This design comes from an exercise in tuning for small area, a short achievable clock period and few clock cycles on the open sky130 flow, not from production work.
Only simulation tests tie the RTL to the original design; equivalence was not proved.
Power figures rest on the tool's default switching activity, not on a simulated workload.

==> flow/design.v <==
`timescale 1ns/10ps
package link_pkg;
    localparam int LINK_W = 16;
    localparam int ADR_W = 24;
    localparam int MEM_DEPTH = 64;
    localparam int MEM_AW = 6;
    localparam logic HDR_MARKER = 1'b1;   
    typedef logic [LINK_W-1:0] link_word_t;
    typedef logic [ADR_W-1:0] link_adr_t;
    typedef logic [2:0] beat_cnt_t;   
    typedef enum logic [3:0] {
        CYC_SINGLE = 4'd0,
        CYC_BURST8 = 4'd1,
        CYC_BURST4 = 4'd2
    } cyc_type_e;
    typedef struct packed {
        logic [ADR_W-LINK_W-1:0] adr_hi;
        cyc_type_e cyc;
        logic we;
        logic [1:0] sel;
        logic marker;
    } link_hdr0_t;
    typedef struct packed {
        link_adr_t adr;
        logic we;
        logic [1:0] sel;
        beat_cnt_t last;
    } link_cmd_t;
    typedef struct packed {
        logic ok;
        logic err;
        link_word_t rdata;
    } link_result_t;
    function automatic beat_cnt_t cyc_last(cyc_type_e cyc);
        case (cyc)
            link_pkg::CYC_BURST8: cyc_last = 3'd7;
            link_pkg::CYC_BURST4: cyc_last = 3'd3;
            default: cyc_last = 3'd0;   
        endcase
    endfunction
endpackage
`timescale 1ns/10ps
package wb_pkg;
    localparam int WB_ADR_W = 24;
    localparam int WB_DAT_W = 16;
    typedef logic [WB_ADR_W-1:0] wb_adr_t;   
    typedef logic [WB_DAT_W-1:0] wb_dat_t;
    typedef struct packed {
        logic cyc;
        logic stb;
        logic we;
        logic [1:0] sel;
        wb_adr_t adr;
        wb_dat_t dat;
        logic burst4;
        logic burst8;   
    } wb_req_t;
endpackage
`timescale 1ns/10ps
`timescale 1ns/10ps
`timescale 1ns/10ps
`timescale 1ns/10ps
`timescale 1ns/10ps
`timescale 1ns/10ps
module link_bridge (
    input  logic        i_clk,
    input  logic        i_rst,
    input  logic        wb_cyc_i,
    input  logic        wb_stb_i,
    input  logic        wb_we_i,
    input  logic [1:0]  wb_sel_i,
    input  logic [23:0] wb_adr_i,
    input  logic [15:0] wb_dat_i,
    input  logic        wb_burst4_i,
    input  logic        wb_burst8_i,
    output logic [15:0] wb_dat_o,
    output logic        wb_ack_o,
    output logic        wb_err_o,
    output logic        link_dir_o
);
    logic [15:0] mem [64];
    logic [2:0]  cnt;        
    logic        rd_act;     
    logic [7:0]  lo_q;
    logic [7:0]  hi_q;
    logic [1:0]  wsel_q;     
    logic [15:0] wdat_q;
    logic        beat;
    logic        first;
    logic [2:0]  last;
    logic        is_last;
    logic        hi_zero;
    logic        rin;        
    logic [7:0]  lo_dec;     
    logic [7:0]  hi_dec;
    logic [7:0]  nlo;        
    logic [7:0]  nhi;
    logic        nin;        
    logic [63:0] word_oh;
    logic [15:0] rdat;
    assign beat = wb_cyc_i & wb_stb_i;
    assign first = (cnt == 3'd0);
    assign last = wb_burst8_i ? 3'd7 : (wb_burst4_i ? 3'd3 : 3'd0);
    assign is_last = (cnt == last);
    assign hi_zero = (wb_adr_i[23:6] == 18'd0);
    assign rin = |hi_q;
    assign nlo = {lo_q[6:0], lo_q[7]};
    assign nhi = lo_q[7] ? {hi_q[6:0], 1'b0} : hi_q;
    assign nin = |nhi;
    always_comb begin
        for (int j = 0; j < 8; j++) begin
            lo_dec[j] = (wb_adr_i[2:0] == 3'(j));
            hi_dec[j] = hi_zero & (wb_adr_i[5:3] == 3'(j));
        end
    end
    always_ff @(posedge i_clk) begin
        if (i_rst) begin
            cnt <= 3'd0;
            rd_act <= 1'b0;
            lo_q <= 8'hFF;
            hi_q <= 8'hFF;
            wsel_q <= 2'b11;
            wdat_q <= 16'd0;
            wb_ack_o <= 1'b0;
            wb_err_o <= 1'b0;
            link_dir_o <= 1'b0;
        end else begin
            wsel_q <= 2'b00;
            wb_ack_o <= 1'b0;
            wb_err_o <= 1'b0;
            link_dir_o <= 1'b0;
            if (rd_act) begin
                wb_ack_o <= rin;
                wb_err_o <= ~rin;
                link_dir_o <= ~is_last;
                lo_q <= nlo;
                hi_q <= nhi;
                cnt <= is_last ? 3'd0 : cnt + 3'd1;
                rd_act <= ~is_last;
            end else if (beat) begin
                if (first) begin
                    lo_q <= lo_dec;
                    hi_q <= hi_dec;
                end else begin
                    lo_q <= nlo;
                    hi_q <= nhi;
                end
                if (wb_we_i) begin
                    wb_ack_o <= first ? hi_zero : nin;
                    wb_err_o <= first ? ~hi_zero : ~nin;
                    wsel_q <= wb_sel_i;
                    wdat_q <= wb_dat_i;
                    cnt <= is_last ? 3'd0 : cnt + 3'd1;
                end else begin
                    rd_act <= 1'b1;
                end
            end
        end
    end
    logic [15:0] grp [8];    
    always_comb begin
        for (int i = 0; i < 64; i++) begin
            word_oh[i] = hi_q[i / 8] & lo_q[i % 8];
        end
        rdat = 16'd0;
        for (int k = 0; k < 8; k++) begin
            grp[k] = 16'd0;
            for (int j = 0; j < 8; j++) begin
                grp[k] = grp[k] | (mem[8 * k + j] & {16{lo_q[j]}});
            end
            rdat = rdat | (grp[k] & {16{hi_q[k]}});
        end
    end
    always_ff @(posedge i_clk) begin
        wb_dat_o <= rdat;
    end
    always_ff @(posedge i_clk) begin
        for (int i = 0; i < 64; i++) begin
            if (word_oh[i] && wsel_q[1]) begin
                mem[i][15:8] <= wdat_q[15:8];
            end
            if (word_oh[i] && wsel_q[0]) begin
                mem[i][7:0] <= wdat_q[7:0];
            end
        end
    end
endmodule
==> flow/run.sh <==
#!/bin/bash
# synth_recipe.tcl (not shown) runs the flow's synth.tcl, then flattens the netlist and writes it again
# the make line also repeats each setting of config.mk as NAME=value (left out here)
make -C /OpenROAD-flow-scripts/flow DESIGN_CONFIG=/design/flow/config.mk WORK_HOME=/design/flow/orfs CLKGATE_MAP_FILE= SYNTH_SCRIPT=/design/flow/synth_recipe.tcl finish
==> flow/config.mk <==
export PLATFORM = sky130hd
export DESIGN_NAME = link_bridge
export DESIGN_NICKNAME = link_bridge
export VERILOG_FILES = /design/flow/design.v
export SDC_FILE = /design/flow/constraint.sdc
export NUM_CORES = 4
export LEC_CHECK = 0
export CAP_MARGIN = 20
export CORE_MARGIN = 2
export CORE_UTILIZATION = 50
export CTS_CLUSTER_DIAMETER = 80
export CTS_CLUSTER_SIZE = 25
export SETUP_SLACK_MARGIN = 4.1
export SLEW_MARGIN = 20
==> flow/constraint.sdc <==
create_clock -name core_clock -period 6.5 [get_ports {i_clk}]
set_input_delay 1.3000 -clock core_clock [delete_from_list [all_inputs] [get_ports {i_clk}]]
set_output_delay 1.3000 -clock core_clock [all_outputs]
set_load 0.01 [all_outputs]
==> run notes, run 1 <==
status=no timing/DRC/antenna violations; Setup WS pre-CTS=3360 ps; CP Capture Type=primary output; Post-DP HPWL=51400 um; Fin. Hold Viols=0; sw power=0.00329 W; synthesized area per cell=17.3 sq um; crit path max fanout=1; pwr dens=313 mW/mm^2; critical path launch point type=flip-flop; hold path start=wdat_q[3]; Worst VDD drop=200 uV; critical path class=reg -> out; global-route wire length before repair=147000 um; Design Power=0.0135 W; Mapped Nets=2350; Initial Utilization=50.4%; DRC errors left=0; worst skew pair latency=640 ps; r2r endpoint=mem[52][5]; Sinks on Clock Net=1081; CP required=5200 ps; Relative slew margins=34.7%; Worst Path Arrival=1130 ps; post-DR wirelength/cell=29.8 um; Sw Share=24.5%; min-delay worst type=reg -> reg; fin crit share=37.3%; NumNets Final=2324; antenna violations before repair=0; DR vias/cell=6.55; reg2reg path depth=2; area leader, netlist=edfxtp_1; cts bufs inserted=49; Clock Power Share=26.5%; row count=103; register area share after synthesis=80.4%; CTS max path bufs=3; Reg-to-Reg Start=lo_q[4]; share of layout cells above drive strength 1=7.39%; DR vias=22000; Buf/Inv on CP=1; worst-margin pin slew=978 ps; initial drt markers=2891; WHS=457 ps; WL final=100000 um; die area=0.0816 sq mm; top cell type's share of synthesized area=77.5%; chip width=286 um; drt pass-1 iters=6; Post-synth EDFFs=1024; pin count of the biggest net entering global routing=145; Routability Congestion=0.782; total gr overflow=0; vias in the first global route=21600; Tot GR Track Use=24.4%; cell depth of the worst hold path=2; worst reg-to-reg setup slack=4110 ps; ANT nets after route=0; Gate power share=10.1%; Post-synth top flop=edfxtp_1; slowest stage delay, CP=370 ps; Post-CTS Hold Fix Bufs=0; sequential share of power=63.4%; Setup Skew=23.6 ps; Cell Chain, Critical Path=buf_6; Worst Hold Path EP=wdat_q[3]; diode count=0; Synth Cell Area=0.0397 sq mm; worst setup margin=4070 ps; clk slew on worst S/H paths=100 ps; I/O pin count=68; Slowest-stage cell, CP=dfxtp_4; Core ar.=0.0787 sq mm; Netlist cell types=40; internal power=0.0102 W; Synth area leaders=edfxtp_1 78%, a22oi_1 11%, dfxtp_1 2.9%; Final Setup Violations=0; Setup TNS Final=0 ps; Die Y=286 um; post-synthesis cell count=2299; TritonCTS clock tree=yes; root buffer cell=clkbuf_16; Port Buf Inserts=67; Area Growth Syn to Fin=8.42%; Clock H-tree levels=2; highest clock rate=412 MHz; FILL cells=6075; synth warn=3; LEAKAGE=14.7 nW; crit-path leading delay family=flip-flops; Max Cap Viol=0; RSZ-0062 raised after global routing=yes; #FFs+latches synth=1081; pins over their slew limit=0; ys async rst share=0%; Final Critical Period=2430 ps
==> cells in the final DEF, fill, tap and decap left out, types with 4 or more instances in the layout <==
cell	n
buf_6	21
edfxtp_1	1024
buf_12	11
and3_1	130
mux2_2	6
a31oi_1	9
clkdlybuf4s50_1	48
a22oi_1	576
nand2_1	51
buf_2	4
nand4_1	149
clkbuf_16	51
a21oi_1	26
nand3_1	9
dfxtp_1	16
nand4b_1	4
clkbuf_1	36
a211o_1	8
dfxtp_4	16
nor2_1	14
dfxtp_2	25
a21o_1	4
buf_4	25
nor3_1	11
nor4_1	5
==> metal layers <==
| layer | GRT usage, % | wire length (um) | vias to the layer above |
|---|---|---|---|
| met4 | 4.83 | 1710 | 0 |
| li1 | - | - | 9508 |
| met2 | 38.6 | 47000 | 1001 |
| met5 | 0 | 0 | - |
| met3 | 3.38 | 8080 | 116 |
| met1 | 36.6 | 43300 | 11400 |
==> per-stage QoR <==
| step | std cells | cell area [sq um] | util (%) |
|---|---|---|---|
| 2_1_floorplan | 2299 | 39700 | - |
| 3_3_place_gp | 3261 | 41300 | 52.4 |
| 3_5_place_dp | 3262 | 41300 | 52.4 |
| 4_1_cts | 3361 | 42900 | 54.5 |
| 5_1_grt | 3364 | 43000 | 54.6 |
| 6_report | 3364 | 43000 | 54.6 |
==> synth_stat cells (3+ instances only) <==
| master | number |
|---|---|
| a211o_1 | 8 |
| nand2_1 | 51 |
| nor2_1 | 14 |
| and3_1 | 130 |
| nand3_1 | 9 |
| nor3_1 | 11 |
| edfxtp_1 | 1024 |
| a31oi_1 | 9 |
| nand4b_1 | 4 |
| nand4_1 | 149 |
| buf_1 | 14 |
| nand2b_1 | 3 |
| o21ai_0 | 3 |
| nor4_1 | 5 |
| mux2_2 | 6 |
| a21oi_1 | 26 |
| clkbuf_1 | 171 |
| dfxtp_1 | 57 |
| a21o_1 | 4 |
| a22oi_1 | 576 |
==> kinds of logic after synthesis <==
group	after synthesis	share of synthesized area (%)
AND/OR/NAND/NOR	388	5.74
multiplexers	7	0.196
AO/OA/AOI/OAI	631	11.8
flip-flops	1081	80.4
buffers and inverters	190	1.84
adder cells (fa/ha/maj)	2	0.0631
==> worst max-delay path by stage <==
| stage | start | to | cells after the start |
|---|---|---|---|
| 3_5_place_dp | wb_stb_i | cnt[1] | 5 |
| 5_1_grt | wb_dat_o[11] | wb_dat_o[11] | 1 |
| 6_report | wb_dat_o[11] | wb_dat_o[11] | 1 |
| 2_1_floorplan | wb_adr_i[10] | wb_err_o | 5 |
| 3_3_place_gp | wb_cyc_i | wdat_q[4] | 5 |
| 4_1_cts | wb_dat_o[11] | wb_dat_o[11] | 1 |
==> timing repair <==
item | CTS | global route
endpoints found under the setup margin | 534 | 84
resized for setup | 109 | 11
setup buffers | 7 | 3
pin swaps | 0 | 2
==> registers in the layout, indices dropped and copies added, names as in the netlist, 2 cells and up <==
register	flops
hi_q	8
wdat_q	16
mem	1024
wsel_q	2
cnt	3
lo_q	8
wb_dat_o	16
==> worst register-to-register path, cell delays in order (launching register included) <==
cell and delay, ps:
dfxtp_4 760, buf_4 620, and3_1 650
==> layout make-up <==
type / instances / area, sq um / area share [%]
timing repair buffer: 111 / 1190 / 2.76
inverter: 2 / 7.51 / 0.0175
clock buffer: 88 / 1430 / 3.31
multi-input combinational: 1028 / 7060 / 16.4
sequential: 1081 / 32000 / 74.4
clock inverter: 4 / 31.3 / 0.0727
tap: 1050 / 1310 / 3.05
==> power by group through the flow <==
| stage | logic (W) | registers [W] | clock network [W] |
|---|---|---|---|
| after global placement | 0.00128 | 0.00870 | 0 |
| after global routing | 0.00147 | 0.00858 | 0.00384 |
| after floorplan | 0.000855 | 0.00856 | 0 |
| after CTS | 0.00137 | 0.00853 | 0.00360 |
| after detailed placement | 0.00129 | 0.00872 | 0 |
| final | 0.00136 | 0.00853 | 0.00356 |
Testbench counts, summed over its fixed seeds: cycles 15,650.
==> run 2: changes to the inputs <==
==> flow/flow/run.sh (new file) <==
#!/bin/bash
# The standard layout, with the port buffers made of plain buffers (which
# timing repair can resize) instead of delay cells.
set -euo pipefail
bash standard.sh synth > synth.log 2>&1
bash standard.sh finish 'BUFFER_PORTS_ARGS=-buffer_cell sky130_fd_sc_hd__buf_2' > layout.log 2>&1
==> flow/standard.sh (new file) <==
#!/bin/bash
# synth_recipe.tcl (not shown) runs the flow's synth.tcl, then flattens the netlist and writes it again
# the make line also repeats each setting of config.mk as NAME=value (left out here)
make -C /OpenROAD-flow-scripts/flow DESIGN_CONFIG=/design/flow/config.mk WORK_HOME=/design/flow/orfs CLKGATE_MAP_FILE= SYNTH_SCRIPT=/design/flow/synth_recipe.tcl "${@:-finish}"
removed: flow/run.sh
==> run 2 against run 1 <==
Effect of this change: still clean; via count rose by 0.65%; sequential share of layout area rose by 0.53 points; combinational power barely moved; cell area fell by 0.69%; cell count barely moved; sequential cell count did not move.
==> run notes, run 2 <==
status=no timing/DRC/antenna violations (unchanged); hold path start=wdat_q[13] (was wdat_q[3]); area taken by multi-input logic gates=0.00707 sq mm (was 0.00706 sq mm); Fin. Hold Viols=0 (unchanged); drt pass-1 iters=6 (unchanged); ys async rst share=0% (unchanged); sequential share of power=62.8% (was 63.4%); Die Y=286 um (unchanged); max FFs per register=1024 (unchanged); CTS max path bufs=3 (unchanged); Placed Area=0.0410 sq mm (was 0.0413 sq mm); Worst Hold Path EP=mem[21][13] (was wdat_q[3]); crit path max fanout=1 (unchanged); Setup Skew=38.4 ps (was 23.6 ps); Gate power share=10.0% (was 10.1%); Sw Share=24.5% (about the same); cell with the most instances after synthesis=edfxtp_1 (unchanged); Netlist cell types=40 (unchanged); commonest non-fill, non-tap cell in the layout=edfxtp_1 (unchanged); post-DR wirelength/cell=29.7 um (was 29.8 um); Placed Cells=3265 (was 3262); cts bufs inserted=50 (was 49); fin crit share=37.5% (was 37.3%); Port Buf Inserts=67 (unchanged); Clock Power Share=27.1% (was 26.5%); Routability Congestion=0.806 (was 0.782); Buf/Inv on CP=1 (unchanged); Synth area leaders=edfxtp_1 78%, a22oi_1 11%, dfxtp_1 2.9% (unchanged); Synth Cell Area=0.0397 sq mm (unchanged); pwr dens=317 mW/mm^2 (was 313 mW/mm^2); Worst VDD drop=204 uV (was 200 uV); row count=103 (unchanged); Setup TNS Final=0 ps (unchanged); CP Capture Type=primary output (unchanged); Post-synth EDFFs=1024 (unchanged); vias in the first global route=21300 (was 21600); slowest stage delay, CP=380 ps (was 370 ps); total gr overflow=0 (unchanged); top cells by count, synth=1024 x edfxtp_1, 576 x a22oi_1, 171 x clkbuf_1 (unchanged); Area Growth Syn to Fin=7.68% (was 8.42%); share of layout cells above drive strength 1=9.70% (was 7.39%); global-route wire length before repair=147000 um (about the same); WL final=99900 um (was 100000 um); antenna violations before repair=1 (was 0); root buffer cell=clkbuf_16 (unchanged); DR vias=22200 (was 22000); Largest regs=mem: 1024 flops, wb_dat_o: 16 flops, wdat_q: 16 flops (unchanged); Relative slew margins=30.9% (was 34.7%); NumNets Final=2321 (was 2324); Clock H-tree levels=2 (unchanged); critical path depth=1 (unchanged); sw power=0.00332 W (was 0.00329 W); Worst Path Arrival=1140 ps (was 1130 ps); register area share after synthesis=80.4% (unchanged); most frequent cells in the layout=1024 x edfxtp_1, 573 x a22oi_1, 149 x nand4_1 (was 1024 x edfxtp_1, 576 x a22oi_1, 149 x nand4_1); DRC errors left=0 (unchanged); Slowest-stage cell, CP=dfxtp_4 (unchanged); Tot GR Track Use=24.1% (was 24.4%); Mapped Nets=2350 (unchanged); Core ar.=0.0787 sq mm (unchanged); min-delay worst type=reg -> reg (unchanged); reg2reg path depth=5 (was 2); #FFs+latches synth=1081 (unchanged); Sinks on Clock Net=1081 (unchanged); DR vias/cell=6.60 (was 6.55); r2r endpoint=wb_dat_o[6] (was mem[52][5]); synthesized area per cell=17.3 sq um (unchanged); highest clock rate=410 MHz (was 412 MHz); Post-DP HPWL=53400 um (was 51400 um); I/O pin count=68 (unchanged); Final Setup Violations=0 (unchanged); top cell type's share of synthesized area=77.5% (unchanged); RSZ-0062 raised after global routing=yes (unchanged); crit-path leading delay family=flip-flops (unchanged); die area=0.0816 sq mm (unchanged); Reg-to-Reg Start=lo_q[5] (was lo_q[4]); Design Power=0.0135 W (about the same); Finished Layout Cells=3361 (was 3364); Post-synth top flop=edfxtp_1 (unchanged); internal power=0.0102 W (about the same); pin count of the biggest net entering global routing=155 (was 145); TritonCTS clock tree=yes (unchanged); worst-margin pin slew=1040 ps (was 978 ps); worst reg-to-reg setup slack=4130 ps (was 4110 ps); ANT nets after route=0 (unchanged); register area=0.0320 sq mm (about the same); Final Critical Period=2440 ps (was 2430 ps); worst skew pair latency=650 ps (was 640 ps); chip width=286 um (unchanged); area leader, netlist=edfxtp_1 (unchanged); critical path class=reg -> out (unchanged); initial drt markers=2976 (was 2891); clk slew on worst S/H paths=100 ps (about the same); Cell Chain, Critical Path=buf_6 (unchanged); post-synthesis cell count=2299 (unchanged); CP required=5200 ps (about the same); Max Cap Viol=0 (unchanged); FILL cells=6077 (was 6075); cell depth of the worst hold path=0 (was 2); Finished Cell Area=0.0427 sq mm (was 0.0430 sq mm); critical path launch point type=flip-flop (unchanged); pins over their slew limit=0 (unchanged); synth warn=3 (unchanged); Initial Utilization=50.4% (unchanged); LEAKAGE=14.6 nW (was 14.7 nW); Top reg by flops=mem (unchanged)
[run 2: cell counts after synthesis]
No cell type changed its count.
[run 2: what timing repair did]
action | in CTS | in global routing
gates resized for setup | 34 | 15
setup buffers | 3 | 0
setup endpoints to repair | 287 | 74
hold buffers | 0 | 0
[run 2: how the worst max path moves through the flow]
stage,endpoint,slack [ps],start
floorplan,wb_err_o,4160,wb_adr_i[10]
global placement,wb_dat_o[8],3740,lo_q[0]
detailed placement,mem[24][9],3700,lo_q[0]
CTS,wb_dat_o[8],4040,wb_dat_o[8]
global route,wb_dat_o[8],4030,wb_dat_o[8]
finish,wb_dat_o[8],4060,wb_dat_o[8]
[run 2: area by class of cell]
class,count,share of cell area (%)
clock buffer,82,3.28
inverter,2,0.0176
tap,1050,3.08
clock inverter,10,0.281
antenna,1,0.00586
timing repair buffer,107,1.91
multi-input combinational,1028,16.5
sequential,1081,74.9
[run 2: logic make-up after synthesis]
logic type / synth area share (%)
mux: 0.196
flops: 80.4
fa+ha+maj: 0.0631
buf+inv: 1.84
compound gates: 11.8
simple gates: 5.74
[run 2: metal layers]
layer  wire [um]  global-route usage (%)  up-vias
met5           7                       0        -
met4        1330                    4.04        2
met3        7920                    2.76       91
met2       47300                    37.9     1052
met1       43300                    37.3    11600
li1            -                       -     9484
[run 2: through the flow]
stage	hold WS [ps]	setup slack [ps]	utilization, %
3_3_place_gp	428	3740	52.0
6_report	453	4060	54.2
4_1_cts	458	4040	54.2
3_5_place_dp	436	3700	52.0
5_1_grt	474	4030	54.2
2_1_floorplan	501	4160	-
[run 2: power groups by stage]
stage / Sequential (W) / Clock, W / Combinational [W]
floorplan: 0.00856 / 0 / 0.000855
global placement: 0.00866 / 0 / 0.00130
detailed placement: 0.00868 / 0 / 0.00132
CTS: 0.00850 / 0.00371 / 0.00136
global route: 0.00855 / 0.00394 / 0.00145
finish: 0.00850 / 0.00367 / 0.00136
==> run 3: changes to the inputs <==
--- a/flow/config.mk
+++ b/flow/config.mk
@@ -8,7 +8,7 @@
 export CAP_MARGIN = 20
 export CORE_MARGIN = 2
-export CORE_UTILIZATION = 50
+export CORE_UTILIZATION = 60
 export CTS_CLUSTER_DIAMETER = 80
 export CTS_CLUSTER_SIZE = 25
-export SETUP_SLACK_MARGIN = 4.1
+export SETUP_SLACK_MARGIN = 4.3
 export SLEW_MARGIN = 20
==> run 3 against run 2 <==
Effect of this change: cell area fell by 0.47%; largest cell class unchanged; worst setup slack got worse by 42 ps; still clean; critical endpoint unchanged; combinational power barely moved; wire length rose by 0.24%; fmax fell by 1.7%; clock skew fell by 17 ps; global-route usage rose by 5.3 points.
==> run notes, run 3 <==
status=no timing/DRC/antenna violations (unchanged); cell with the most instances after synthesis=edfxtp_1 (unchanged); area leader, netlist=edfxtp_1 (unchanged); drt pass-1 iters=6 (unchanged); Initial Utilization=60.4% (was 50.4%); Core ar.=0.0656 sq mm (was 0.0787 sq mm); row count=94 (was 103); worst-margin pin slew=945 ps (was 1040 ps); critical path class=reg -> out (unchanged); vias in the first global route=21200 (was 21300); Worst Hold Path EP=wdat_q[7] (was mem[21][13]); ANT nets after route=0 (unchanged); top cell type's share of synthesized area=77.5% (unchanged); ys async rst share=0% (unchanged); Synth area leaders=edfxtp_1 78%, a22oi_1 11%, dfxtp_1 2.9% (unchanged); Worst VDD drop=205 uV (was 204 uV); LEAKAGE=14.6 nW (about the same); initial drt markers=3162 (was 2976); Slowest-stage cell, CP=dfxtp_4 (unchanged); Post-synth top flop=edfxtp_1 (unchanged); NumNets Final=2314 (was 2321); FILL cells=4541 (was 6077); Largest regs=mem: 1024 flops, wb_dat_o: 16 flops, wdat_q: 16 flops (unchanged); Finished Cell Area=0.0425 sq mm (was 0.0427 sq mm); chip width=261 um (was 286 um); die area=0.0682 sq mm (was 0.0816 sq mm); top cells by count, synth=1024 x edfxtp_1, 576 x a22oi_1, 171 x clkbuf_1 (unchanged); I/O pin count=68 (unchanged); DR vias=22200 (about the same); Post-synth EDFFs=1024 (unchanged); Max Cap Viol=0 (unchanged); TritonCTS clock tree=yes (unchanged); DR vias/cell=7.00 (was 6.60); most frequent cells in the layout=1024 x edfxtp_1, 571 x a22oi_1, 149 x nand4_1 (was 1024 x edfxtp_1, 573 x a22oi_1, 149 x nand4_1); Post-CTS Hold Fix Bufs=0 (unchanged); post-synthesis cell count=2299 (unchanged); Setup TNS Final=0 ps (unchanged); CP required=5200 ps (about the same); Final Setup Violations=0 (unchanged); Placed Area=0.0407 sq mm (was 0.0410 sq mm); share of layout cells above drive strength 1=9.77% (was 9.70%); r2r endpoint=mem[27][5] (was wb_dat_o[6]); synthesized area per cell=17.3 sq um (unchanged); diode count=0 (was 1); crit-path leading delay family=flip-flops (unchanged); Fin. Hold Viols=0 (unchanged); register area share after synthesis=80.4% (unchanged); Clock H-tree levels=2 (unchanged); worst skew pair latency=640 ps (was 650 ps); Area Growth Syn to Fin=7.17% (was 7.68%); fin crit share=38.2% (was 37.5%); Mapped Nets=2350 (unchanged); Routability Congestion=0.805 (was 0.806); critical path launch point type=flip-flop (unchanged); Netlist cell types=40 (unchanged); min-delay worst type=reg -> reg (unchanged); cts bufs inserted=50 (unchanged); worst reg-to-reg setup slack=4350 ps (was 4130 ps); global-route wire length before repair=147000 um (about the same); RSZ-0062 raised after global routing=yes (unchanged); Design Power=0.0135 W (about the same); antenna violations before repair=0 (was 1); hold path start=wdat_q[7] (was wdat_q[13]); max FFs per register=1024 (unchanged); Die Y=261 um (was 286 um); root buffer cell=clkbuf_16 (unchanged); synth warn=3 (unchanged); Buf/Inv on CP=1 (unchanged); highest clock rate=403 MHz (was 410 MHz); crit path max fanout=1 (unchanged); total gr overflow=0 (unchanged); pins over their slew limit=0 (unchanged); Sinks on Clock Net=1081 (unchanged); CP Capture Type=primary output (unchanged); Cell Chain, Critical Path=buf_6 (unchanged); Reg-to-Reg Start=lo_q[3] (was lo_q[5]); post-DR wirelength/cell=31.6 um (was 29.7 um); Relative slew margins=37.0% (was 30.9%); Post-DP HPWL=54800 um (was 53400 um); Tot GR Track Use=29.4% (was 24.1%); #FFs+latches synth=1081 (unchanged); Port Buf Inserts=67 (unchanged); Setup Skew=21.9 ps (was 38.4 ps); Top reg by flops=mem (unchanged); Worst Path Arrival=1180 ps (was 1140 ps); reg2reg path depth=2 (was 5); CTS max path bufs=3 (unchanged); DRC errors left=0 (unchanged); slowest stage delay, CP=420 ps (was 380 ps); WL final=100000 um (was 99900 um); pwr dens=317 mW/mm^2 (about the same); Final Critical Period=2480 ps (was 2440 ps); cell depth of the worst hold path=2 (was 0); Synth Cell Area=0.0397 sq mm (unchanged); commonest non-fill, non-tap cell in the layout=edfxtp_1 (unchanged); pin count of the biggest net entering global routing=156 (was 155); clk slew on worst S/H paths=100 ps (about the same)
## run 3: cell families after synthesis
logic type | synth area share [%]
AND/OR/NAND/NOR | 5.74
AO/OA/AOI/OAI | 11.8
buffers and inverters | 1.84
flip-flops | 80.4
multiplexers | 0.196
adder cells (fa/ha/maj) | 0.0631
## run 3: stage by stage
stage | utilization (%) | std cells | hold slack, ps | setup slack (ps)
finish | 64.8 | 3168 | 501 | 4020
global route | 64.8 | 3168 | 528 | 3990
CTS | 64.7 | 3168 | 505 | 4000
detailed placement | 62.0 | 3072 | 492 | 3730
global placement | 62.0 | 3072 | 495 | 3740
floorplan | - | 2299 | 501 | 4290
## run 3: routing by layer
metal	GRT usage (%)	routed length [um]	vias up
met5	0	0	-
met4	4.23	1270	0
met3	4.07	8230	95
met2	45.0	46800	1049
met1	46.8	43800	11500
li1	-	-	9484
## run 3: worst max-delay path by stage
| stage | start | to | slack [ps] | depth (start not counted) |
|---|---|---|---|---|
| global placement | lo_q[5] | wb_dat_o[8] | 3740 | 5 |
| floorplan | wb_adr_i[10] | wb_err_o | 4290 | 5 |
| finish | wb_dat_o[8] | wb_dat_o[8] | 4020 | 1 |
| detailed placement | lo_q[5] | mem[53][9] | 3730 | 2 |
| CTS | wb_dat_o[8] | wb_dat_o[8] | 4000 | 1 |
| global route | wb_dat_o[8] | wb_dat_o[8] | 3990 | 1 |
## run 3: layout make-up
| class | instances | area [sq um] | area share, % |
|---|---|---|---|
| sequential | 1081 | 32000 | 75.3 |
| tap | 864 | 1080 | 2.54 |
| clock inverter | 8 | 63.8 | 0.150 |
| multi-input combinational | 1028 | 7100 | 16.7 |
| inverter | 2 | 7.51 | 0.0177 |
| timing repair buffer | 100 | 810 | 1.90 |
| clock buffer | 85 | 1450 | 3.40 |
## run 3: repair_timing
action	CTS	global route
setup buffers	3	0
resized for setup	60	14
pin swaps	0	0
endpoints found under the setup margin	545	198
## run 3: where the power goes
part	switching, W	internal (W)	total [W]
Sequential	0.000244	0.00827	0.00851
Combinational	0.000989	0.000357	0.00135
Clock	0.00207	0.00155	0.00362
==> run 4: changes to the inputs <==
==> flow/run.sh (new file) <==
#!/bin/bash
# synth_recipe.tcl (not shown) runs the flow's synth.tcl, then flattens the netlist and writes it again
# the make line also repeats each setting of config.mk as NAME=value (left out here)
make -C /OpenROAD-flow-scripts/flow DESIGN_CONFIG=/design/flow/config.mk WORK_HOME=/design/flow/orfs CLKGATE_MAP_FILE= SYNTH_SCRIPT=/design/flow/synth_recipe.tcl finish
--- a/flow/config.mk
+++ b/flow/config.mk
@@ -9,6 +9,6 @@
 export CORE_MARGIN = 2
 export CORE_UTILIZATION = 60
-export CTS_CLUSTER_DIAMETER = 80
-export CTS_CLUSTER_SIZE = 25
+export CTS_CLUSTER_DIAMETER = 50
+export CTS_CLUSTER_SIZE = 16
 export SETUP_SLACK_MARGIN = 4.3
 export SLEW_MARGIN = 20
removed: flow/flow/run.sh
removed: flow/standard.sh
==> run 4 against run 3 <==
Effect of this change: non-clock buffer count is 8 higher; clock-buffer cell count is 39 higher; clock skew is 3.3 ps lower; sequential power hardly changed; wire length is 0.69% lower; clock power is 52% higher; largest power group unchanged; core utilization is 2.8 points higher; sequential cell count stayed put; still clean on timing, DRC and antenna; synthesized cell count stayed put; first-iteration DRC count is 16% lower; fmax is 2.6% higher; cell count is 2.7% higher.
==> run notes, run 4 <==
top cells by count, synth=1024 x edfxtp_1, 576 x a22oi_1, 171 x clkbuf_1 (unchanged); Tot GR Track Use=29.3% (was 29.4%); synthesized area per cell=17.3 sq um (unchanged); Top reg by flops=mem (unchanged); CP required=5200 ps (about the same); highest clock rate=414 MHz (was 403 MHz); Routability Congestion=0.777 (was 0.805); critical path launch point type=flip-flop (unchanged); Mapped Nets=2350 (unchanged); CP Capture Type=primary output (unchanged); Initial Utilization=60.4% (unchanged); Die Y=261 um (unchanged); Worst Path Arrival=1120 ps (was 1180 ps); top cell type's share of synthesized area=77.5% (unchanged); pwr dens=347 mW/mm^2 (was 317 mW/mm^2); critical path class=reg -> out (unchanged); share of layout cells above drive strength 1=11.4% (was 9.77%); Buf/Inv on CP=1 (unchanged); antenna violations before repair=2 (was 0); ANT nets after route=0 (unchanged); Netlist cell types=40 (unchanged); crit-path leading delay family=flip-flops (unchanged); Core ar.=0.0656 sq mm (unchanged); commonest non-fill, non-tap cell in the layout=edfxtp_1 (unchanged); Clock Power Share=35.7% (was 26.9%); Reg-to-Reg Start=lo_q[2] (was lo_q[3]); critical path depth=1 (unchanged); drt pass-1 iters=5 (was 6); Post-DP HPWL=49700 um (was 54800 um); hold path start=wdat_q[3] (was wdat_q[7]); Slowest-stage cell, CP=dfxtp_2 (was dfxtp_4); Placed Area=0.0411 sq mm (was 0.0407 sq mm); Sw Share=24.6% (was 24.5%); r2r endpoint=wb_dat_o[13] (was mem[27][5]); sw power=0.00380 W (was 0.00331 W); vias in the first global route=21900 (was 21200); CTS max path bufs=3 (unchanged); sequential share of power=55.0% (was 63.2%); most frequent cells in the layout=1024 x edfxtp_1, 562 x a22oi_1, 149 x nand4_1 (was 1024 x edfxtp_1, 571 x a22oi_1, 149 x nand4_1); chip width=261 um (unchanged); min-delay worst type=reg -> reg (unchanged); Gate power share=9.2% (was 10.0%); Max Cap Viol=0 (unchanged); DR vias=22500 (was 22200); LEAKAGE=15.4 nW (was 14.6 nW); DRC errors left=0 (unchanged); Setup Skew=18.6 ps (was 21.9 ps); ys async rst share=0% (unchanged); TritonCTS clock tree=yes (unchanged); reg2reg path depth=5 (was 2); Post-CTS Hold Fix Bufs=0 (unchanged); pin count of the biggest net entering global routing=147 (was 156); diode count=0 (unchanged); Port Buf Inserts=67 (unchanged); RSZ-0062 raised after global routing=yes (unchanged); internal power=0.0116 W (was 0.0102 W); fin crit share=37.2% (was 38.2%); pins over their slew limit=0 (unchanged); Synth Cell Area=0.0397 sq mm (unchanged); #FFs+latches synth=1081 (unchanged); max FFs per register=1024 (unchanged); NumNets Final=2366 (was 2314); area leader, netlist=edfxtp_1 (unchanged); worst reg-to-reg setup slack=4320 ps (was 4350 ps); Sinks on Clock Net=1081 (unchanged); initial drt markers=2664 (was 3162); total gr overflow=0 (unchanged); worst setup margin=4080 ps (was 4020 ps); global-route wire length before repair=145000 um (was 147000 um); crit path max fanout=1 (unchanged); Area Growth Syn to Fin=11.8% (was 7.17%); die area=0.0682 sq mm (unchanged); synth warn=3 (unchanged); Setup TNS Final=0 ps (unchanged); clk slew on worst S/H paths=70 ps (was 100 ps); register area share after synthesis=80.4% (unchanged); Post-synth EDFFs=1024 (unchanged); post-synthesis cell count=2299 (unchanged); Post-synth top flop=edfxtp_1 (unchanged); Final Critical Period=2420 ps (was 2480 ps); worst-margin pin slew=968 ps (was 945 ps); DR vias/cell=6.91 (was 7.00); Largest regs=mem: 1024 flops, wb_dat_o: 16 flops, wdat_q: 16 flops (unchanged); slowest stage delay, CP=370 ps (was 420 ps); Cell Chain, Critical Path=buf_6 (unchanged); Worst VDD drop=273 uV (was 205 uV); row count=94 (unchanged); worst skew pair latency=650 ps (was 640 ps); cell with the most instances after synthesis=edfxtp_1 (unchanged); WL final=99400 um (was 100000 um); root buffer cell=clkbuf_16 (unchanged); Finished Cell Area=0.0444 sq mm (was 0.0425 sq mm); Synth area leaders=edfxtp_1 78%, a22oi_1 11%, dfxtp_1 2.9% (unchanged); Setup WS pre-CTS=3190 ps (was 3730 ps); Relative slew margins=35.5% (was 37.0%); Fin. Hold Viols=0 (unchanged); Final Setup Violations=0 (unchanged); I/O pin count=68 (unchanged); CP startpoint=wb_dat_o[8] (unchanged); cts bufs inserted=94 (was 50); Setup crit end=wb_dat_o[8] (unchanged); FILL cells=4391 (was 4541); status=no timing/DRC/antenna violations (unchanged); post-DR wirelength/cell=30.6 um (was 31.6 um); Clock H-tree levels=3 (was 2)
==> run 4: how the worst min path moves through the flow <==
stage | to | depth (start not counted) | slack [ps]
final | wdat_q[3] | 2 | 450
after floorplan | cnt[0] | 2 | 500
after global placement | wdat_q[3] | 2 | 450
after global routing | wdat_q[13] | 2 | 480
after detailed placement | wdat_q[3] | 2 | 450
after CTS | wdat_q[3] | 2 | 460
==> run 4: power by group through the flow <==
stage	clock network [W]	registers, W	logic, W
floorplan	0	0.00856	0.000856
global placement	0	0.00861	0.00135
detailed placement	0	0.00864	0.00137
CTS	0.00556	0.00848	0.00142
global route	0.00581	0.00853	0.00152
finish	0.00550	0.00848	0.00142
==> run 4: cell families (layout without fill, tap and decap cells) <==
group	Yosys count	in the layout	share of synthesized area, %
muxes	7	7	0.196
DFF	1081	1081	80.4
buffers and inverters	190	279	1.84
and+or+nand+nor	388	388	5.74
AOI/OAI and AO/OA	631	631	11.8
adders and majority gates	2	2	0.0631
==> run 4: layout make-up <==
class                   count  area (sq um)  area share (%)
flip-flops and latches   1081         32000            72.1
multi-input cells        1028          7160            16.1
clock buffers             124          2540            5.72
repair buffers            108          1140            2.57
well taps                 864          1080            2.44
clock inverters            45           467            1.05
inverters                   2          7.51          0.0169
==> run 4: per-layer routing <==
layer	routed length [um]	vias to the layer above	GRT usage [%]	share of wire, %
li1	-	9644	-	-
met1	42000	11600	43.9	42
met2	46600	1083	44.6	47
met3	8550	146	5.62	8.6
met4	2180	0	8.35	2.2
met5	0	-	0	0
==> run 4: through the flow <==
step	instances	total power [W]	hold slack (ps)	utilization, %
after detailed placement	3073	0.0100	446	62.6
after CTS	3249	0.0155	455	67.5
after global placement	3073	0.00997	449	62.6
after floorplan	2299	0.00941	501	-
after global routing	3252	0.0159	475	67.6
final	3252	0.0154	454	67.6
==> run 4: what timing repair did <==
action                                  CTS  global route
gates cloned                              2             0
hold endpoints to repair                  0             0
gates resized for setup                 106            19
endpoints found under the setup margin  466            67
pin swaps                                 2             2
buffers inserted                          5             3
==> run 5: changes to the inputs <==
--- a/flow/config.mk
+++ b/flow/config.mk
@@ -9,6 +9,6 @@
 export CORE_MARGIN = 2
 export CORE_UTILIZATION = 60
-export CTS_CLUSTER_DIAMETER = 50
-export CTS_CLUSTER_SIZE = 16
+export CTS_CLUSTER_DIAMETER = 80
+export CTS_CLUSTER_SIZE = 25
 export SETUP_SLACK_MARGIN = 4.3
 export SLEW_MARGIN = 20
==> run 5 against run 4 <==
Effect of this change: sequential cell count unchanged; wire length shrank 1.1%; clock skew is 11 ps higher; cell count down 2.4%; hold slack improved by 5.8 ps; via count decreased by 1.4%; cell area down 3.5%; combinational power is essentially flat; area after synthesis did not move; critical path depth stayed put; clock-buffer cell count fell by 39; largest cell class unchanged.
==> run notes, run 5 <==
status=no timing/DRC/antenna violations (unchanged); CTS max path bufs=3 (unchanged); post-synthesis cell count=2299 (unchanged); max FFs per register=1024 (unchanged); share of layout cells above drive strength 1=8.10% (was 11.4%); Final Setup Violations=0 (unchanged); sequential share of power=62.8% (was 55.0%); clk slew on worst S/H paths=100 ps (was 70 ps); Worst VDD drop=228 uV (was 273 uV); Post-synth EDFFs=1024 (unchanged); hold path start=wdat_q[3] (unchanged); antenna violations before repair=2 (unchanged); pins over their slew limit=0 (unchanged); Routability Congestion=0.777 (unchanged); commonest non-fill, non-tap cell in the layout=edfxtp_1 (unchanged); reg2reg path depth=2 (was 5); die area=0.0682 sq mm (unchanged); Clock H-tree levels=2 (was 3); post-synthesis compound-gate area fraction=11.8% (unchanged); crit-path leading delay family=flip-flops (unchanged); Setup TNS Final=0 ps (unchanged); CP required=5200 ps (about the same); register area share after synthesis=80.4% (unchanged); top cell type's share of synthesized area=77.5% (unchanged); Slowest-stage cell, CP=dfxtp_2 (unchanged); sw power=0.00328 W (was 0.00380 W); CP Capture Type=primary output (unchanged); I/O pin count=68 (unchanged); Synth area leaders=edfxtp_1 78%, a22oi_1 11%, dfxtp_1 2.9% (unchanged); most frequent cells in the layout=1024 x edfxtp_1, 562 x a22oi_1, 149 x nand4_1 (unchanged); DR vias=22100 (was 22500); Die Y=261 um (unchanged); highest clock rate=414 MHz (about the same); Clock Power Share=26.6% (was 35.7%); Post-Synth Simple-Gate Area=5.74% (unchanged); Synth Cell Area=0.0397 sq mm (unchanged); pwr dens=315 mW/mm^2 (was 347 mW/mm^2); final design utilization=65.3% (was 67.6%); ANT nets after route=0 (unchanged); Initial Utilization=60.4% (unchanged); TritonCTS clock tree=yes (unchanged); slowest stage delay, CP=370 ps (about the same); min-delay worst type=reg -> reg (unchanged); chip width=261 um (unchanged); worst-margin pin slew=961 ps (was 968 ps); FILL cells=4530 (was 4391); Port Buf Inserts=67 (unchanged); Post-DP HPWL=49700 um (unchanged); worst reg-to-reg setup slack=4360 ps (was 4320 ps); Fin. Hold Viols=0 (unchanged); Sw Share=24.4% (was 24.6%); ys async rst share=0% (unchanged); post-synthesis mux area share=0.196% (unchanged); Gate power share=10.5% (was 9.2%); Sinks on Clock Net=1081 (unchanged); cell depth of the worst hold path=2 (unchanged); initial drt markers=3034 (was 2664); Tot GR Track Use=28.9% (was 29.3%); DRC errors left=0 (unchanged); Worst Hold Path EP=wdat_q[3] (unchanged); WHS=459 ps (was 454 ps); synth warn=3 (unchanged); post-DR wirelength/cell=31.0 um (was 30.6 um); Post-synth top flop=edfxtp_1 (unchanged); cell with the most instances after synthesis=edfxtp_1 (unchanged); NumNets Final=2321 (was 2366); Largest regs=mem: 1024 flops, wb_dat_o: 16 flops, wdat_q: 16 flops (unchanged); worst skew pair latency=640 ps (was 650 ps); #FFs+latches synth=1081 (unchanged); DR vias/cell=6.98 (was 6.91); Reg-to-Reg Start=lo_q[4] (was lo_q[2]); Netlist cell types=40 (unchanged); crit path max fanout=1 (unchanged); Relative slew margins=36.0% (was 35.5%); total gr overflow=0 (unchanged); critical path depth=1 (unchanged); Final Critical Period=2420 ps (about the same); Worst Path Arrival=1120 ps (about the same); combinational family with the most area after synthesis=compound AO/OA/AOI/OAI gates (unchanged); diode count=0 (unchanged); Area Growth Syn to Fin=7.97% (was 11.8%); top cells by count, synth=1024 x edfxtp_1, 576 x a22oi_1, 171 x clkbuf_1 (unchanged); vias in the first global route=21400 (was 21900); Post-CTS Hold Fix Bufs=0 (unchanged); r2r endpoint=mem[36][3] (was wb_dat_o[13]); Synth Area in XOR/XNOR=0% (unchanged); Max Cap Viol=0 (unchanged); row count=94 (unchanged); Mapped Nets=2350 (unchanged); LEAKAGE=14.6 nW (was 15.4 nW); RSZ-0062 raised after global routing=yes (unchanged); Core ar.=0.0656 sq mm (unchanged); Top reg by flops=mem (unchanged); fin crit share=37.2% (about the same); Setup Skew=29.3 ps (was 18.6 ps); root buffer cell=clkbuf_16 (unchanged); WL final=98300 um (was 99400 um); Post-Synth Adder-Cell Area=0.0631% (unchanged); internal power=0.0102 W (was 0.0116 W); area leader, netlist=edfxtp_1 (unchanged); synthesized area per cell=17.3 sq um (unchanged); critical path launch point type=flip-flop (unchanged); pin count of the biggest net entering global routing=147 (unchanged); critical path class=reg -> out (unchanged); Design Power=0.0135 W (was 0.0154 W); Buf/Inv on CP=1 (unchanged); drt pass-1 iters=5 (unchanged); global-route wire length before repair=143000 um (was 145000 um); Cell Chain, Critical Path=buf_6 (unchanged); cts bufs inserted=49 (was 94)
run 5: cell counts after synthesis:
Identical to the previous run, type by type.
run 5: kinds of logic after synthesis:
logic type	count (synthesis)
buf+inv	190
compound gates	631
mux	7
fa+ha+maj	2
simple gates	388
flops	1081
run 5: how the worst max path moves through the flow:
stage	slack, ps	start	to
detailed placement	3190	wb_cyc_i	wb_err_o
finish	4080	wb_dat_o[8]	wb_dat_o[8]
global placement	3330	wb_cyc_i	wb_err_o
global route	4050	wb_dat_o[8]	wb_dat_o[8]
floorplan	4290	wb_adr_i[10]	wb_err_o
CTS	3870	wb_dat_o[8]	wb_dat_o[8]
run 5: metal layers:
layer  part of all wire [%]  track usage, %  vias up
met3                    9.0            5.11      128
met5                      0               0        -
met2                     47            44.4     1104
met1                     42            43.9    11400
li1                       -               -     9488
met4                    2.0            6.76        0
run 5: cell type report:
| class | count | area [sq um] | area share, % |
|---|---|---|---|
| clock inverters | 6 | 60.1 | 0.140 |
| clock buffers | 85 | 1410 | 3.30 |
| flip-flops and latches | 1081 | 32000 | 74.6 |
| repair buffers | 108 | 1140 | 2.66 |
| well taps | 864 | 1080 | 2.52 |
| multi-input cells | 1028 | 7160 | 16.7 |
| inverters | 2 | 7.51 | 0.0175 |
run 5: per-stage QoR:
step                cells  worst slack [ps]  area [sq um]
floorplan            2299              4290         39700
global placement     3073              3330         41100
detailed placement   3073              3190         41100
CTS                  3171              3870         42700
global route         3174              4050         42800
finish               3174              4080         42800
run 5: what timing repair did:
item | 4_1_cts | 5_1_grt
cloned | 2 | 0
setup buffers | 5 | 3
resized for setup | 105 | 19
pin swaps | 2 | 1
setup endpoints to repair | 467 | 123
run 5: power groups by stage:
stage	clock, W	combinational, W	sequential (W)
after floorplan	0	0.000856	0.00856
after global placement	0	0.00135	0.00861
after detailed placement	0	0.00137	0.00864
after CTS	0.00363	0.00141	0.00847
after global routing	0.00385	0.00152	0.00852
final	0.00359	0.00142	0.00847
==> run 6: changes to the inputs <==
--- a/flow/config.mk
+++ b/flow/config.mk
@@ -8,7 +8,8 @@
 export CAP_MARGIN = 20
 export CORE_MARGIN = 2
-export CORE_UTILIZATION = 60
+export CORE_UTILIZATION = 75
 export CTS_CLUSTER_DIAMETER = 80
 export CTS_CLUSTER_SIZE = 25
+export PLACE_DENSITY = 0.85
 export SETUP_SLACK_MARGIN = 4.3
 export SLEW_MARGIN = 20
==> run 6 against run 5 <==
Effect of this change: cell area decreased by 0.46%; total power hardly changed; wire length is 1.4% higher; largest cell class unchanged; clock power shrank 2%; still clean on timing, DRC and antenna; fmax down 0.62%; first-iteration DRC count grew 56%; clock skew down 6.7 ps; area after synthesis stayed put; critical path depth unchanged; cell count is 5.5% lower; die area is 20% lower.
==> run notes, run 6 <==
Port Buf Inserts=67 (unchanged); Initial Utilization=75.6% (was 60.4%); register area share after synthesis=80.4% (unchanged); ys async rst share=0% (unchanged); post-synthesis cell count=2299 (unchanged); worst reg-to-reg setup slack=4250 ps (was 4360 ps); status=no timing/DRC/antenna violations (unchanged); pin count of the biggest net entering global routing=147 (unchanged); highest clock rate=411 MHz (was 414 MHz); global-route wire length before repair=143000 um (about the same); Slowest-stage cell, CP=dfxtp_2 (unchanged); WL final=99600 um (was 98300 um); chip width=234 um (was 261 um); Worst VDD drop=251 uV (was 228 uV); Final Setup Violations=0 (unchanged); area leader, netlist=edfxtp_1 (unchanged); critical path class=reg -> out (unchanged); CP required=5200 ps (about the same); RSZ-0062 raised after global routing=yes (unchanged); Setup TNS Final=0 ps (unchanged); final design utilization=81.3% (was 65.3%); DRC errors left=0 (unchanged); Routability Congestion=0.820 (was 0.777); antenna violations before repair=2 (unchanged); pins over their slew limit=0 (unchanged); Relative slew margins=20.4% (was 36.0%); Max Cap Viol=0 (unchanged); NumNets Final=2320 (was 2321); Setup Skew=22.5 ps (was 29.3 ps); initial drt markers=4741 (was 3034); Post-synth EDFFs=1024 (unchanged); Top reg by flops=mem (unchanged); crit-path leading delay family=flip-flops (unchanged); clk slew on worst S/H paths=100 ps (about the same); root buffer cell=clkbuf_16 (unchanged); synth warn=3 (unchanged); post-DR wirelength/cell=33.2 um (was 31.0 um); ANT nets after route=0 (unchanged); Die Y=234 um (was 261 um); Worst Hold Path EP=hi_q[0] (was wdat_q[3]); worst setup margin=4070 ps (was 4080 ps); Post-DP HPWL=49400 um (was 49700 um); Worst Path Arrival=1130 ps (was 1120 ps); vias in the first global route=22500 (was 21400); WHS=559 ps (was 459 ps); cts bufs inserted=49 (unchanged); commonest non-fill, non-tap cell in the layout=edfxtp_1 (unchanged); cell depth of the worst hold path=2 (unchanged); hold path start=hi_q[0] (was wdat_q[3]); TritonCTS clock tree=yes (unchanged); row count=84 (was 94); top cells by count, synth=1024 x edfxtp_1, 576 x a22oi_1, 171 x clkbuf_1 (unchanged); Synth area leaders=edfxtp_1 78%, a22oi_1 11%, dfxtp_1 2.9% (unchanged); most frequent cells in the layout=1024 x edfxtp_1, 567 x a22oi_1, 149 x nand4_1 (was 1024 x edfxtp_1, 562 x a22oi_1, 149 x nand4_1); min-delay worst type=reg -> reg (unchanged); Post-CTS Hold Fix Bufs=0 (unchanged); Synth Cell Area=0.0397 sq mm (unchanged); CTS max path bufs=3 (unchanged); worst-margin pin slew=1190 ps (was 961 ps); LEAKAGE=14.6 nW (about the same); Reg-to-Reg Start=lo_q[4] (unchanged); Tot GR Track Use=36.0% (was 28.9%); Sinks on Clock Net=1081 (unchanged); Fin. Hold Viols=0 (unchanged); drt pass-1 iters=7 (was 5); Area Growth Syn to Fin=7.47% (was 7.97%); max FFs per register=1024 (unchanged); pwr dens=316 mW/mm^2 (was 315 mW/mm^2); Setup WS pre-CTS=3450 ps (was 3190 ps); total gr overflow=0 (unchanged); crit path max fanout=1 (unchanged); DR vias/cell=7.90 (was 6.98); critical path launch point type=flip-flop (unchanged); Buf/Inv on CP=1 (unchanged); FILL cells=2279 (was 4530); CP Capture Type=primary output (unchanged); worst skew pair latency=640 ps (about the same); #FFs+latches synth=1081 (unchanged); die area=0.0547 sq mm (was 0.0682 sq mm); CP startpoint=wb_dat_o[11] (was wb_dat_o[8]); synthesized area per cell=17.3 sq um (unchanged); I/O pin count=68 (unchanged); Largest regs=mem: 1024 flops, wb_dat_o: 16 flops, wdat_q: 16 flops (unchanged); share of layout cells above drive strength 1=8.14% (was 8.10%); cell with the most instances after synthesis=edfxtp_1 (unchanged); Final Critical Period=2430 ps (was 2420 ps); top cell type's share of synthesized area=77.5% (unchanged); DR vias=23700 (was 22100); Core ar.=0.0524 sq mm (was 0.0656 sq mm); Cell Chain, Critical Path=buf_6 (unchanged); Clock H-tree levels=2 (unchanged); Post-synth top flop=edfxtp_1 (unchanged); slowest stage delay, CP=380 ps (was 370 ps); fin crit share=37.4% (was 37.2%); Mapped Nets=2350 (unchanged); Netlist cell types=40 (unchanged); r2r endpoint=wb_dat_o[7] (was mem[36][3]); reg2reg path depth=5 (was 2)
-- run 6: logic make-up (layout without fill, tap and decap cells) --
| logic type | count (synthesis) | count (layout) | share of synthesized area, % |
|---|---|---|---|
| multiplexers | 7 | 7 | 0.196 |
| AO/OA/AOI/OAI | 631 | 631 | 11.8 |
| flip-flops | 1081 | 1081 | 80.4 |
| adder cells (fa/ha/maj) | 2 | 2 | 0.0631 |
| other | 0 | 2 | 0 |
| buffers and inverters | 190 | 200 | 1.84 |
| AND/OR/NAND/NOR | 388 | 388 | 5.74 |
-- run 6: cell type report --
| cell class | instances | area, sq um | share of cell area (%) |
|---|---|---|---|
| clock inverters | 2 | 28.8 | 0.0675 |
| multi-input cells | 1028 | 7160 | 16.8 |
| inverters | 2 | 7.51 | 0.0176 |
| well taps | 688 | 861 | 2.02 |
| flip-flops and latches | 1081 | 32000 | 75.1 |
| clock buffers | 89 | 1420 | 3.33 |
| diodes | 2 | 5.00 | 0.0117 |
| repair buffers | 107 | 1150 | 2.71 |
-- run 6: how the worst max path moves through the flow --
stage	end	cells after the start	slack [ps]
finish	wb_dat_o[11]	1	4070
global route	wb_dat_o[11]	1	4070
CTS	wb_dat_o[11]	1	4070
detailed placement	wb_err_o	3	3450
global placement	wb_err_o	3	3560
floorplan	wb_err_o	5	4290
-- run 6: power breakdown --
part	total (W)	switching [W]	leakage (nW)	internal, W
logic	0.00136	0.000969	3.16	0.000392
clock network	0.00352	0.00202	0.688	0.00150
registers	0.00860	0.000329	10.8	0.00828
-- run 6: repair_timing --
| item | 4_1_cts | 5_1_grt |
|---|---|---|
| setup buffers | 10 | 7 |
| hold endpoints to repair | 0 | 0 |
| cloned | 0 | 0 |
| resized for setup | 109 | 32 |
| pin swaps | 2 | 1 |
| setup endpoints to repair | 542 | 345 |
-- run 6: routing by layer --
layer | GRT usage (%) | part of all wire, % | up-vias | routed length (um)
met3 | 7.92 | 16 | 329 | 15500
met4 | 12.9 | 4.0 | 2 | 4000
li1 | - | - | 9486 | -
met1 | 51.7 | 33 | 11400 | 32900
met5 | 0 | 0.013 | - | 13
met2 | 56.0 | 47 | 2432 | 47200
-- run 6: through the flow --
step	cells	cell area, sq um	total power [W]
after floorplan	2299	39700	0.00941
after global placement	2889	40700	0.00988
after detailed placement	2889	40700	0.00997
after CTS	2990	42400	0.0134
after global routing	2998	42600	0.0138
final	2999	42600	0.0135
-- run 6: worst min-delay path, delay by kind of cell (launching register included) --
family	cells	cell delay (ps)
simple gates	1	50
flops	1	400
compound gates	1	90

-- afterwards: timing with drivers on the ports --
In the flow no input, the clock included, has a driving cell. The finished layouts below were timed again as built, in two steps. Step 1, drivers: a clkbuf_16 drives i_clk and a buf_2 each remaining input, both assumed. Step 2, shift: input delay + t, output delay - t, t = (earliest + latest rising clock arrival at the registers) / 2. This alone moves slack from input paths to output paths. Three values: ideal, step 1, step 2; two values: the first two.
| run | shift t [ns] | setup WS [ns] | worst hold slack (ns) | worst setup path after step 2 |
|---|---|---|---|---|
| run 1 | 0.694 | 4.075 / 4.008 / 3.537 | 0.457 / 0.457 / 0.457 | input to register |
| run 2 | 0.696 | 4.061 / 3.993 / 3.711 | 0.453 / 0.453 / 0.453 | input to register |
| run 3 | 0.694 | 4.019 / 3.951 / 3.750 | 0.501 / 0.501 / 0.501 | input to register |
| run 4 | 0.704 | 4.083 / 4.018 / 3.671 | 0.454 / 0.454 / 0.454 | input to register |
| run 5 | 0.695 | 4.082 / 4.015 / 3.673 | 0.459 / 0.459 / 0.459 | input to register |
| run 6 | 0.694 | 4.067 / 4.002 / 3.644 | 0.559 / 0.559 / 0.559 | input to register |
After both steps every run listed still meets setup and hold. The setup slack of run 1, which loses most, moves by -0.067 ns with the drivers and by -0.538 ns with both steps.
